This is an optimization exercise on Yosys and OpenROAD, whose aim is small area, a short achievable clock period and few clock cycles per item, not a production implementation.
Function was checked by simulation only, so behaviour that the tests miss may differ from the original.
Power is estimated from default activity; no workload was simulated.

==> flow/design.v (excerpt) <==
module dcacheTop (
	input logic CLK,
	input logic nRST,
	input logic dmemREN,
	input logic dmemWEN,
	input logic [31:0] dmemAddr,
	input logic [31:0] dmemStore,
	output logic [31:0] dmemLoad,
	output logic dhit,
	output logic dREN,
	output logic dWEN,
	output logic [31:0] dAddr,
	output logic [31:0] dStore,
	input logic [31:0] dLoad,
	input logic dwait
);
==> module dcacheTop, before the edit <==
module dcacheTop (
	input logic CLK,
	input logic nRST,
	input logic dmemREN,
	input logic dmemWEN,
	input logic [31:0] dmemAddr,
	input logic [31:0] dmemStore,
	output logic [31:0] dmemLoad,
	output logic dhit,
	output logic dREN,
	output logic dWEN,
	output logic [31:0] dAddr,
	output logic [31:0] dStore,
	input logic [31:0] dLoad,
	input logic dwait
);
	logic [7:0] valid0, valid1, dirty0, dirty1, lru;
	logic [25:0] tag0 [8];
	logic [25:0] tag1 [8];
	logic [31:0] data0 [8][2];
	logic [31:0] data1 [8][2];
	logic hitResp;  
	logic reload;  
	logic fillResp;  
	logic wb0, wb1, f0, f1;  
	logic drenR, dwenR, dhitR;
	logic hitWay;  
	logic vR;  
	logic [7:0] setR;  
	logic [29:0] addrR;  
	logic [31:0] loadR;  
	logic [31:0] wordR;
	logic w0Pend;  
	logic [25:0] reqTag;
	logic [2:0] idx;
	logic ws, req;
	assign reqTag = dmemAddr[31:6];
	assign idx = dmemAddr[5:3];
	assign ws = dmemAddr[2];
	assign req = dmemREN | dmemWEN;
	logic idle;
	assign idle = ~(hitResp | reload | fillResp | wb0 | wb1 | f0 | f1);
	logic [7:0] match0, match1;
	always_comb begin
		for (int s = 0; s < 8; s++) begin
			match0[s] = valid0[s] && (tag0[s] == reqTag);
			match1[s] = valid1[s] && (tag1[s] == reqTag);
		end
	end
	logic [7:0] vdSet;
	assign vdSet = (lru & dirty1) | (~lru & dirty0);  
	logic hit0, hit1, hit, v, vdirty;
	assign hit0 = match0[idx];
	assign hit1 = match1[idx];
	assign hit = hit0 | hit1;
	assign v = lru[idx];
	assign vdirty = vdSet[idx];
	logic look, lookHit, lookMiss;
	assign look = idle & req;
	assign lookHit = look & hit;
	assign lookMiss = look & ~hit;
	logic nReload;
	assign nReload = lookHit & dmemREN & (hit1 == v);
	logic [31:0] s00, s01, s10, s11;
	assign s00 = data0[idx][0];
	assign s01 = data0[idx][1];
	assign s10 = data1[idx][0];
	assign s11 = data1[idx][1];
	logic [25:0] vtag;
	assign vtag = v ? tag1[idx] : tag0[idx];
	logic fastEnd, loadW1;
	assign dhit = dhitR | (fastEnd & ~dwait);
	assign dWEN = dwenR;
	assign dREN = drenR;
	assign dAddr = {addrR, 2'b00};
	assign dStore = wordR;
	assign dmemLoad = loadW1 ? dLoad : loadR;
	logic fillTake, fillDone;
	assign fillTake = ~dwait & (f0 | f1);
	assign fillDone = ~dwait & f1;
	logic nWb0, nWb1, nF0, nF1;
	assign nWb0 = (lookMiss & vdirty) | (wb0 & dwait);
	assign nWb1 = (wb0 & ~dwait) | (wb1 & dwait);
	assign nF0 = (lookMiss & ~vdirty) | (wb1 & ~dwait) | (f0 & dwait);
	assign nF1 = (f0 & ~dwait) | (f1 & dwait);
	logic [31:0] rd0, rd1;
	assign rd0 = ws ? s01 : s00;
	assign rd1 = ws ? s11 : s10;
	logic fillPhase;
	assign fillPhase = f0 | f1;
	logic wbTag;
	assign wbTag = idle ? vdirty : (wb0 | (wb1 & dwait));
	always_ff @(posedge CLK) begin
		addrR <= {(wbTag ? vtag : reqTag), idx, nWb1 | nF1};
		if (fillPhase) wordR <= fillData;
		else case ({v, nWb1})
			2'b00: wordR <= s00;
			2'b01: wordR <= s01;
			2'b10: wordR <= s10;
			default: wordR <= s11;
		endcase
		if (fillPhase) begin
			if (~(f1 & ~ws)) loadR <= dLoad;
		end else loadR <= (idle ? ~v : hitWay) ? rd1 : rd0;
		w0Pend <= f0 & ~dwait;
		if (idle) begin
			hitWay <= hit1;
			vR <= v;
			setR <= 8'b1 << idx;
		end
	end
	logic [1:0] st0, st1;
	always_ff @(posedge CLK) begin
		for (int k = 0; k < 2; k++) begin
			st0[k] <= lookHit & dmemWEN & hit0 & (ws == k);
			st1[k] <= lookHit & dmemWEN & hit1 & (ws == k);
		end
	end
	logic [31:0] fillData, writeData;
	assign fillData = (dmemWEN & (ws == f1)) ? dmemStore : dLoad;
	assign writeData = hitResp ? dmemStore : wordR;
	logic [31:0] writeData1;
	assign writeData1 = hitResp ? dmemStore : fillData;
	logic [1:0] we0, we1;
	always_comb begin
		for (int k = 0; k < 2; k++) begin
			we0[k] = st0[k] | (~vR & (k ? fillDone : w0Pend));
			we1[k] = st1[k] | (vR & (k ? fillDone : w0Pend));
		end
	end
	always_ff @(posedge CLK) begin
		for (int s = 0; s < 8; s++) begin
			for (int k = 0; k < 2; k++) begin
				if (setR[s] & we0[k]) data0[s][k] <= k ? writeData1 : writeData;
				if (setR[s] & we1[k]) data1[s][k] <= k ? writeData1 : writeData;
			end
			if (setR[s] & fillDone & ~vR) tag0[s] <= reqTag;
			if (setR[s] & fillDone & vR) tag1[s] <= reqTag;
		end
	end
	always_ff @(posedge CLK or negedge nRST) begin
		if (!nRST) begin
			hitResp <= 1'b0;
			reload <= 1'b0;
			fillResp <= 1'b0;
			fastEnd <= 1'b0;
			loadW1 <= 1'b0;
			wb0 <= 1'b0;
			wb1 <= 1'b0;
			f0 <= 1'b0;
			f1 <= 1'b0;
			drenR <= 1'b0;
			dwenR <= 1'b0;
			dhitR <= 1'b0;
			valid0 <= '0;
			valid1 <= '0;
			dirty0 <= '0;
			dirty1 <= '0;
			lru <= '0;
		end else begin
			hitResp <= (lookHit & ~nReload) | reload;
			reload <= nReload;
			fillResp <= fillDone & ~fastEnd;
			fastEnd <= nF1;
			loadW1 <= nF1 & ~dmemWEN & ws;
			dhitR <= (lookHit & ~nReload) | reload | (fillDone & ~fastEnd);
			wb0 <= nWb0;
			wb1 <= nWb1;
			f0 <= nF0;
			f1 <= nF1;
			dwenR <= nWb0 | nWb1;
			drenR <= nF0 | nF1;
			for (int s = 0; s < 8; s++) begin
				if (setR[s] & hitResp) begin
					lru[s] <= ~hitWay;
					if (dmemWEN) begin
						if (hitWay) dirty1[s] <= 1'b1;
						else dirty0[s] <= 1'b1;
					end
				end
				if (setR[s] & fillDone) begin
					lru[s] <= ~vR;
					if (vR) begin
						valid1[s] <= 1'b1;
						dirty1[s] <= dmemWEN;
					end else begin
						valid0[s] <= 1'b1;
						dirty0[s] <= dmemWEN;
					end
				end
			end
		end
	end
endmodule
clock: 7.5 ns
lec_check: 0
abc_clock_period_in_ps: 2500
cap_margin: 20
core_margin: 2
core_utilization: 65
cts_buf_list: sky130_fd_sc_hd__clkbuf_8
cts_cluster_diameter: 50
cts_cluster_size: 16
setup_slack_margin: 4.5
slew_margin: 20
tns_end_percent: 5
standard.sh (not shown) runs the stock make flow with config.mk's settings and CLKGATE_MAP_FILE= SYNTH_SCRIPT=/design/flow/synth_recipe.tcl, a recipe that flattens the netlist after the stock synthesis.
==> flow/flow/run.sh <==
#!/bin/bash
# The standard layout, with every port buffered by a plain buffer
# (sky130_fd_sc_hd__buf_2) instead of the default delay-buffer cell.
set -euo pipefail
export BUFFER_PORTS_ARGS="-buffer_cell sky130_fd_sc_hd__buf_2"
bash standard.sh > standard.log 2>&1
Testbench counts at the start, summed over its fixed seeds: cycles 111,156, items 24,000.
Rerun with:
--- a/flow/design.v
+++ b/flow/design.v
@@ -100,19 +100,19 @@
 	assign s00 = data0[idx][0];
 	assign s01 = data0[idx][1];
 	assign s10 = data1[idx][0];
 	assign s11 = data1[idx][1];
 	logic [25:0] vtag;
 	assign vtag = v ? tag1[idx] : tag0[idx];
-	logic fastEnd, loadW1;
+	logic fastEnd;
 	assign dhit = dhitR | (fastEnd & ~dwait);
 	assign dWEN = dwenR;
 	assign dREN = drenR;
 	assign dAddr = {addrR, 2'b00};
 	assign dStore = wordR;
-	assign dmemLoad = loadW1 ? dLoad : loadR;
+	assign dmemLoad = loadR;
 	logic fillTake, fillDone;
 	assign fillTake = ~dwait & (f0 | f1);
 	assign fillDone = ~dwait & f1;
 	logic nWb0, nWb1, nF0, nF1;
 	assign nWb0 = (lookMiss & vdirty) | (wb0 & dwait);
 	assign nWb1 = (wb0 & ~dwait) | (wb1 & dwait);
@@ -176,13 +176,12 @@
 	always_ff @(posedge CLK or negedge nRST) begin
 		if (!nRST) begin
 			hitResp <= 1'b0;
 			reload <= 1'b0;
 			fillResp <= 1'b0;
 			fastEnd <= 1'b0;
-			loadW1 <= 1'b0;
 			wb0 <= 1'b0;
 			wb1 <= 1'b0;
 			f0 <= 1'b0;
 			f1 <= 1'b0;
 			drenR <= 1'b0;
 			dwenR <= 1'b0;
@@ -193,14 +192,13 @@
 			dirty1 <= '0;
 			lru <= '0;
 		end else begin
 			hitResp <= (lookHit & ~nReload) | reload;
 			reload <= nReload;
 			fillResp <= fillDone & ~fastEnd;
-			fastEnd <= nF1;
-			loadW1 <= nF1 & ~dmemWEN & ws;
+			fastEnd <= nF1 & (dmemWEN | ~ws);
 			dhitR <= (lookHit & ~nReload) | reload | (fillDone & ~fastEnd);
 			wb0 <= nWb0;
 			wb1 <= nWb1;
 			f0 <= nF0;
 			f1 <= nF1;
 			dwenR <= nWb0 | nWb1;
Result:
- design area rises by 0.76%
- clock-buffer cell count increases by 3
- synthesized area stays flat
- hold slack got worse by 0.0046 ns
- power grows by 3.2%
- via count is lower by 0.96%
Testbench counts after the change, summed over its fixed seeds: cycles 115,975, items 24,000.

static timing again, ports no longer ideal:
How much do the figures lean on ideal ports? The routed layouts below were timed once more, with nothing changed but the port constraints.
Step 1 (the two cells are an assumption about what drives the block):
set clk [get_ports {CLK}]
set_driving_cell -lib_cell sky130_fd_sc_hd__clkbuf_16 $clk
set_driving_cell -lib_cell sky130_fd_sc_hd__buf_2 [delete_from_list [all_inputs] $clk]
Step 2 times the ports against the registers' clock, not the clock port: input delays grow and output delays shrink by t, the midpoint of the rising clock arrivals with the driver on.
Slacks: ideal ports / drivers / drivers and shift; pairs: ideal ports / drivers.
run	t (ns)	slack for setup (ns)	hold WS [ns]	worst setup path at the end	worst slew at a driven data input, ns
the first run	0.957	3.878 / 3.750 / 2.794	0.469 / 0.469 / 0.469	input to register	0.35
the second run	0.964	4.060 / 3.888 / 2.924	0.465 / 0.465 / 0.465	input to register	0.41
After both steps setup and hold are still met in every run listed. The setup slack of the second run, which loses most, moves by -0.172 ns with the drivers and by -1.136 ns with both steps.
